This design comes from an exercise in tuning for small area and a short achievable clock period on the open sky130 flow, not from production work.
Only simulation tests tie the RTL to the original design; equivalence was not proved.
Power figures rest on the tool's default switching activity, not on a simulated workload.

==> flow/design.v <==
package pool_pkg;
    localparam int unsigned POOL_DATA_W = 32;
    localparam int unsigned POOL_MAX_W  = 64;
    localparam int unsigned POOL_DIM_W  = 7;
    typedef enum logic [1:0] {
        ST_IDLE  = 2'd0,
        ST_RUN   = 2'd1,
        ST_DRAIN = 2'd2,
        ST_DONE  = 2'd3
    } pool_state_e;
endpackage
module pool_line_buf #(
    parameter int unsigned DATA_W = 32,
    parameter int unsigned DEPTH  = 64,
    parameter int unsigned AW     = (DEPTH > 1) ? $clog2(DEPTH) : 1
) (
    input  logic              clk,
    input  logic              shift_i,
    input  logic [AW-2:0]     len_sel_i,    
    input  logic [DATA_W-1:0] din_i,
    output logic [DATA_W-1:0] tap_o
);
    localparam int unsigned NSEG = AW - 1;
    logic [DATA_W-1:0] head0_q, head1_q;
    always_ff @(posedge clk) begin
        if (shift_i) begin
            head0_q <= din_i;
            head1_q <= head0_q;
        end
    end
    logic [DATA_W-1:0] seg_out [NSEG+1];
    assign seg_out[0] = head1_q;
    for (genvar k = 0; k < NSEG; k++) begin : g_seg
        localparam int unsigned LEN = 2 << k;
        logic [DATA_W-1:0] sr [LEN];
        always_ff @(posedge clk) begin
            if (shift_i) begin
                sr[0] <= seg_out[k];
                for (int i = 1; i < LEN; i++) sr[i] <= sr[i-1];
            end
        end
        assign seg_out[k+1] = len_sel_i[k] ? sr[LEN-1] : seg_out[k];
    end
    assign tap_o = seg_out[NSEG];
endmodule
module pool_ctrl #(
    parameter int unsigned DATA_W = pool_pkg::POOL_DATA_W,
    parameter int unsigned MAX_W  = pool_pkg::POOL_MAX_W,
    parameter int unsigned DIM_W  = pool_pkg::POOL_DIM_W
) (
    input  logic              clk,
    input  logic              rst_n,
    input  logic              start,
    input  logic [DIM_W-1:0]  cfg_width,
    input  logic [DIM_W-1:0]  cfg_height,
    output logic              busy,
    output logic              done,
    output logic              cfg_err,
    input  logic [DATA_W-1:0] s_data,
    input  logic              s_valid,
    output logic              s_ready,
    output logic [DATA_W-1:0] k_d_in1,
    output logic [DATA_W-1:0] k_d_in2,
    output logic              k_in_valid,
    input  logic [DATA_W-1:0] k_d_out,
    input  logic              k_out_valid,
    output logic [DATA_W-1:0] m_data,
    output logic              m_valid
);
    localparam int unsigned AW = (MAX_W > 1) ? $clog2(MAX_W) : 1;
    logic idle_q, run_q, drain_q, done_q, busy_q;
    logic run_d, drain_d, done_d;
    logic idle;
    logic [AW-2:0]      hw_m1_q;     
    logic [AW-1:0]      col_q;       
    logic [DIM_W-1:0]   row_q;       
    logic [AW-2:0]      rcol_q;      
    logic [DIM_W-2:0]   rrow_q;      
    logic               rdone_q;     
    logic              cfg_err_q;
    logic              kv_q;
    logic              mv_q;
    logic [DATA_W-1:0] sd_q;         
    logic [DATA_W-1:0] su_q;         
    logic [DATA_W-1:0] lb_tap;
    logic [DATA_W-1:0] md_q;
    logic cfg_ok;
    logic accept;
    logic odd_row;
    logic last_col;
    logic last_px;
    logic fwd;
    assign cfg_ok = !cfg_width[0] && !cfg_height[0]
                  && (cfg_width[DIM_W-1:1]  != '0)
                  && (cfg_height[DIM_W-1:1] != '0)
                  && (32'(cfg_width) <= MAX_W);
    assign idle     = idle_q;
    assign accept   = s_valid && run_q;
    assign odd_row  = !row_q[0];
    assign last_col = (col_q == '0);
    assign last_px  = last_col && (row_q == '0);
    assign fwd      = k_out_valid && busy_q && !rdone_q;
    assign run_d   = (idle && start && cfg_ok) || (run_q && !(accept && last_px));
    assign drain_d = (run_q && accept && last_px) || (drain_q && !rdone_q);
    assign done_d  = drain_q && rdone_q;
    always_ff @(posedge clk or negedge rst_n) begin
        if (!rst_n) begin
            idle_q    <= 1'b1;
            run_q     <= 1'b0;
            drain_q   <= 1'b0;
            done_q    <= 1'b0;
            busy_q    <= 1'b0;
            cfg_err_q <= 1'b0;
            kv_q      <= 1'b0;
            mv_q      <= 1'b0;
        end else begin
            idle_q    <= !(run_d || drain_d || done_d);
            run_q     <= run_d;
            drain_q   <= drain_d;
            done_q    <= done_d;
            busy_q    <= run_d || drain_d;
            cfg_err_q <= idle && start && !cfg_ok;
            kv_q      <= accept && odd_row;
            mv_q      <= fwd;
        end
    end
    always_ff @(posedge clk) begin
        if (idle) begin
            hw_m1_q <= (AW-1)'(cfg_width[DIM_W-1:1] - 1'b1);
            col_q   <= AW'(cfg_width - 1'b1);
            row_q   <= cfg_height - 1'b1;
            rcol_q  <= (AW-1)'(cfg_width[DIM_W-1:1] - 1'b1);
            rrow_q  <= cfg_height[DIM_W-1:1] - 1'b1;
            rdone_q <= 1'b0;
        end else begin
            if (accept) begin
                if (last_col) begin
                    col_q <= {hw_m1_q, 1'b1};
                    row_q <= row_q - 1'b1;
                end else begin
                    col_q <= col_q - 1'b1;
                end
            end
            if (fwd) begin
                if (rcol_q == '0) begin
                    rcol_q <= hw_m1_q;
                    if (rrow_q == '0) rdone_q <= 1'b1;
                    else              rrow_q  <= rrow_q - 1'b1;
                end else begin
                    rcol_q <= rcol_q - 1'b1;
                end
            end
        end
    end
    always_ff @(posedge clk) begin
        sd_q    <= s_data;
        su_q    <= lb_tap;
        md_q    <= k_d_out;
    end
    pool_line_buf #(
        .DATA_W (DATA_W),
        .DEPTH  (MAX_W),
        .AW     (AW)
    ) u_line_buf (
        .clk       (clk),
        .shift_i   (accept),
        .len_sel_i (hw_m1_q),
        .din_i     (s_data),
        .tap_o     (lb_tap)
    );
    assign s_ready    = run_q;
    assign busy       = busy_q;
    assign done       = done_q;
    assign cfg_err    = cfg_err_q;
    assign k_in_valid = kv_q;
    assign k_d_in1    = su_q;
    assign k_d_in2    = sd_q;
    assign m_valid    = mv_q;
    assign m_data     = md_q;
endmodule
Settings: LEC_CHECK=0, ABC_AREA=1, CAP_MARGIN=20, CORE_MARGIN=2, CORE_UTILIZATION=65, CTS_CLUSTER_DIAMETER=100, CTS_CLUSTER_SIZE=30, SETUP_SLACK_MARGIN=3.4, SLEW_MARGIN=20; clock period 5.5 ns.
standard.sh (not shown) runs the stock make flow with config.mk's settings and CLKGATE_MAP_FILE= SYNTH_SCRIPT=/design/flow/synth_recipe.tcl, a recipe that flattens the netlist after the stock synthesis.
==> flow/flow/run.sh <==
#!/bin/bash
set -o pipefail
cp standard.sh standard_sh.log
export BUFFER_PORTS_ARGS="-buffer_cell sky130_fd_sc_hd__buf_1"
bash standard.sh > standard.log 2>&1
Then changed:
==> flow/run.sh (new file) <==
#!/bin/bash
# synth_recipe.tcl (not shown) runs the flow's synth.tcl, then flattens the netlist and writes it again
# the make line also repeats each setting of config.mk as NAME=value (left out here)
make -C /OpenROAD-flow-scripts/flow DESIGN_CONFIG=/design/flow/config.mk WORK_HOME=/design/flow/orfs CLKGATE_MAP_FILE= SYNTH_SCRIPT=/design/flow/synth_recipe.tcl finish
Settings changed: ABC_AREA 1 to not set, SETUP_SLACK_MARGIN 3.4 to 3.2.
removed: flow/flow/run.sh
removed: flow/standard.sh
=> The changed run produced a clean layout; maximum frequency shrinks slightly; combinational power grows by well over a third; power grows by a few percent; register-to-register slack got worse by 0.14 ns; non-clock buffer count grows by 2; wire length shrinks by a few percent; cell area grows slightly.
Then changed:
Settings changed: ABC_AREA set to 1, SETUP_SLACK_MARGIN 3.2 to 3.4.
=>
- via count grows by 2.8%
- flip-flop and latch count is unchanged
- final area falls by about 0.3%
Then changed:
==> flow/flow/run.sh (new file) <==
#!/bin/bash
set -o pipefail
cp standard.sh standard_sh.log
export BUFFER_PORTS_ARGS="-buffer_cell sky130_fd_sc_hd__buf_1"
bash standard.sh > standard.log 2>&1
==> flow/standard.sh (new file) <==
#!/bin/bash
# synth_recipe.tcl (not shown) runs the flow's synth.tcl, then flattens the netlist and writes it again
# the make line also repeats each setting of config.mk as NAME=value (left out here)
make -C /OpenROAD-flow-scripts/flow DESIGN_CONFIG=/design/flow/config.mk WORK_HOME=/design/flow/orfs CLKGATE_MAP_FILE= SYNTH_SCRIPT=/design/flow/synth_recipe.tcl "${@:-finish}"
Settings changed: CORE_UTILIZATION 65 to 68, SETUP_SLACK_MARGIN 3.4 to 3.5.
removed: flow/run.sh
The changed run produced a clean layout; synthesized area stays the same; non-clock buffer count is higher by 13; register-to-register slack gets better by 0.03 ns; fmax increases by 0.65%; total power hardly moves; count of clock-buffer cells in the layout drops by 4.

---

Another version of the RTL of pool_ctrl (not shown whole).
Size: roughly 2700 cells after synthesis, ~2200 flip-flops, roughly 190 I/O pins.
make LEC_CHECK=0 CAP_MARGIN=20 CORE_MARGIN=2 CORE_UTILIZATION=65 SETUP_SLACK_MARGIN=3.2 SLEW_MARGIN=20 finish   # period 5.5 ns
run.sh (not shown) runs the stock make flow with config.mk's settings and CLKGATE_MAP_FILE= SYNTH_SCRIPT=/design/flow/synth_recipe.tcl, a recipe that flattens the netlist after the stock synthesis.
Stock flow here: none of the scripts above is used.
The first run produced a clean layout.
==> next run, changes <==
- CTS_CLUSTER_DIAMETER: not set -> 100
- CTS_CLUSTER_SIZE: not set -> 30
=> Setup slack gets better by 0.055 ns; wire length goes down by a few percent; global-route usage decreases by 0.95 points; cell area shrinks by a few percent; final cell count came out lower by a few percent; flip-flop and latch count stays the same; clock-buffer cell count goes down by 140; utilization goes down by 3.7 points; die area does not change.

---

Starting RTL as in the previous note.
// pool_ctrl
module pool_ctrl #(
    parameter int unsigned DATA_W = pool_pkg::POOL_DATA_W,
    parameter int unsigned MAX_W  = pool_pkg::POOL_MAX_W,
    parameter int unsigned DIM_W  = pool_pkg::POOL_DIM_W
) (
    input  logic              clk,
    input  logic              rst_n,
    input  logic              start,
    input  logic [DIM_W-1:0]  cfg_width,
    input  logic [DIM_W-1:0]  cfg_height,
    output logic              busy,
    output logic              done,
    output logic              cfg_err,
    input  logic [DATA_W-1:0] s_data,
    input  logic              s_valid,
    output logic              s_ready,
    output logic [DATA_W-1:0] k_d_in1,
    output logic [DATA_W-1:0] k_d_in2,
    output logic              k_in_valid,
    input  logic [DATA_W-1:0] k_d_out,
    input  logic              k_out_valid,
    output logic [DATA_W-1:0] m_data,
    output logic              m_valid
);
export LEC_CHECK = 0
export CAP_MARGIN = 20
export CORE_MARGIN = 2
export CORE_UTILIZATION = 65
export CTS_CLUSTER_DIAMETER = 100
export CTS_CLUSTER_SIZE = 30
export SETUP_SLACK_MARGIN = 3.0
export SLEW_MARGIN = 20
create_clock -name core_clock -period 5.5 [get_ports {clk}]
Rerun with:
--- a/flow/config.mk
+++ b/flow/config.mk
@@ -9,4 +9,4 @@
 export CORE_MARGIN = 2
-export CORE_UTILIZATION = 65
-export CTS_CLUSTER_DIAMETER = 100
+export CORE_UTILIZATION = 40
+export CTS_BUF_LIST = sky130_fd_sc_hd__clkbuf_4 sky130_fd_sc_hd__clkbuf_8
 export CTS_CLUSTER_SIZE = 30
Effect: Register-to-register slack hardly moves. Sequential cell count stays the same. Sequential power barely changes. Global-route usage goes down by 5.3 points. Design area goes up by 7.6%. Combinational power barely changes. Sequential share of layout area goes down by 6.1 points. Non-clock buffer count goes up by 29.
Rerun with:
==> flow/config.mk (replaced) <==
export PLATFORM = sky130hd
export DESIGN_NAME = pool_ctrl
export DESIGN_NICKNAME = pool_ctrl
export VERILOG_FILES = /design/flow/design.v
export SDC_FILE = /design/flow/constraint.sdc
export NUM_CORES = 4
export LEC_CHECK = 0
export ABC_AREA = 1
export CAP_MARGIN = 20
export CORE_MARGIN = 2
export CORE_UTILIZATION = 65
export CTS_CLUSTER_DIAMETER = 100
export CTS_CLUSTER_SIZE = 30
export SETUP_SLACK_MARGIN = 3.05
export SLEW_MARGIN = 20
What happened: Routed wire length falls by a few percent; setup slack improved by 300 ps; worst hold slack gains 30 ps; area after synthesis barely changes; sequential power shrinks by a few percent; cell count came out lower by about a fifth.

separate check: timing with driven ports:
The results above use ideal ports. As a check the final layouts listed here were re-extracted and re-timed, cells and wires unchanged. Step 1 (the two cells are an assumption about what drives the block):
set clk [get_ports {clk}]
set_driving_cell -lib_cell sky130_fd_sc_hd__clkbuf_16 $clk
set_driving_cell -lib_cell sky130_fd_sc_hd__buf_2 [delete_from_list [all_inputs] $clk]
Step 2 adds t to the input delays and takes it off the output delays; t is the mean of the earliest and latest rising clock arrival at the registers after step 1. Input paths then give back, and output paths get back, about the clock's delay inside the block. Slacks: ideal / step 1 / step 2; pairs: ideal / step 1.
| run | t (ns) | slack for setup (ns) | worst hold slack (ns) | worst setup path at the end | cell pins on the clock port's net |
|---|---|---|---|---|---|
| the first run of note 1 | 0.751 | 3.161 / 3.088 / 2.841 | 0.324 / 0.274 / 0.419 | input to register | 1 |
| the second run of note 1 | 0.743 | 3.145 / 3.114 / 2.449 | 0.412 / 0.412 / 0.412 | input to register | 1 |
| the third run of note 1 | 0.754 | 3.157 / 3.090 / 2.685 | 0.420 / 0.420 / 0.420 | input to register | 1 |
| the fourth run of note 1 | 0.747 | 3.172 / 3.106 / 2.889 | 0.287 / 0.243 / 0.414 | input to register | 1 |
| the first run of note 2 | 0.826 | 3.018 / 2.947 / 2.520 | 0.406 / 0.406 / 0.406 | input to register | 1 |
| the second run of note 2 | 0.737 | 3.073 / 3.004 / 2.536 | 0.407 / 0.407 / 0.407 | input to register | 1 |
| the first run of note 3 | 0.738 | 3.067 / 2.998 / 2.515 | 0.411 / 0.411 / 0.411 | input to register | 1 |
| the second run of note 3 | 1.036 | 2.766 / 2.698 / 2.415 | 0.386 / 0.384 / 0.386 | input to register | 1 |
| the third run of note 3 | 0.734 | 3.066 / 2.999 / 2.726 | 0.416 / 0.416 / 0.416 | input to register | 1 |
After both steps every run listed still meets setup and hold. The setup slack of the second run of note 1, which loses most, moves by -0.031 ns with the drivers and by -0.696 ns with both steps.
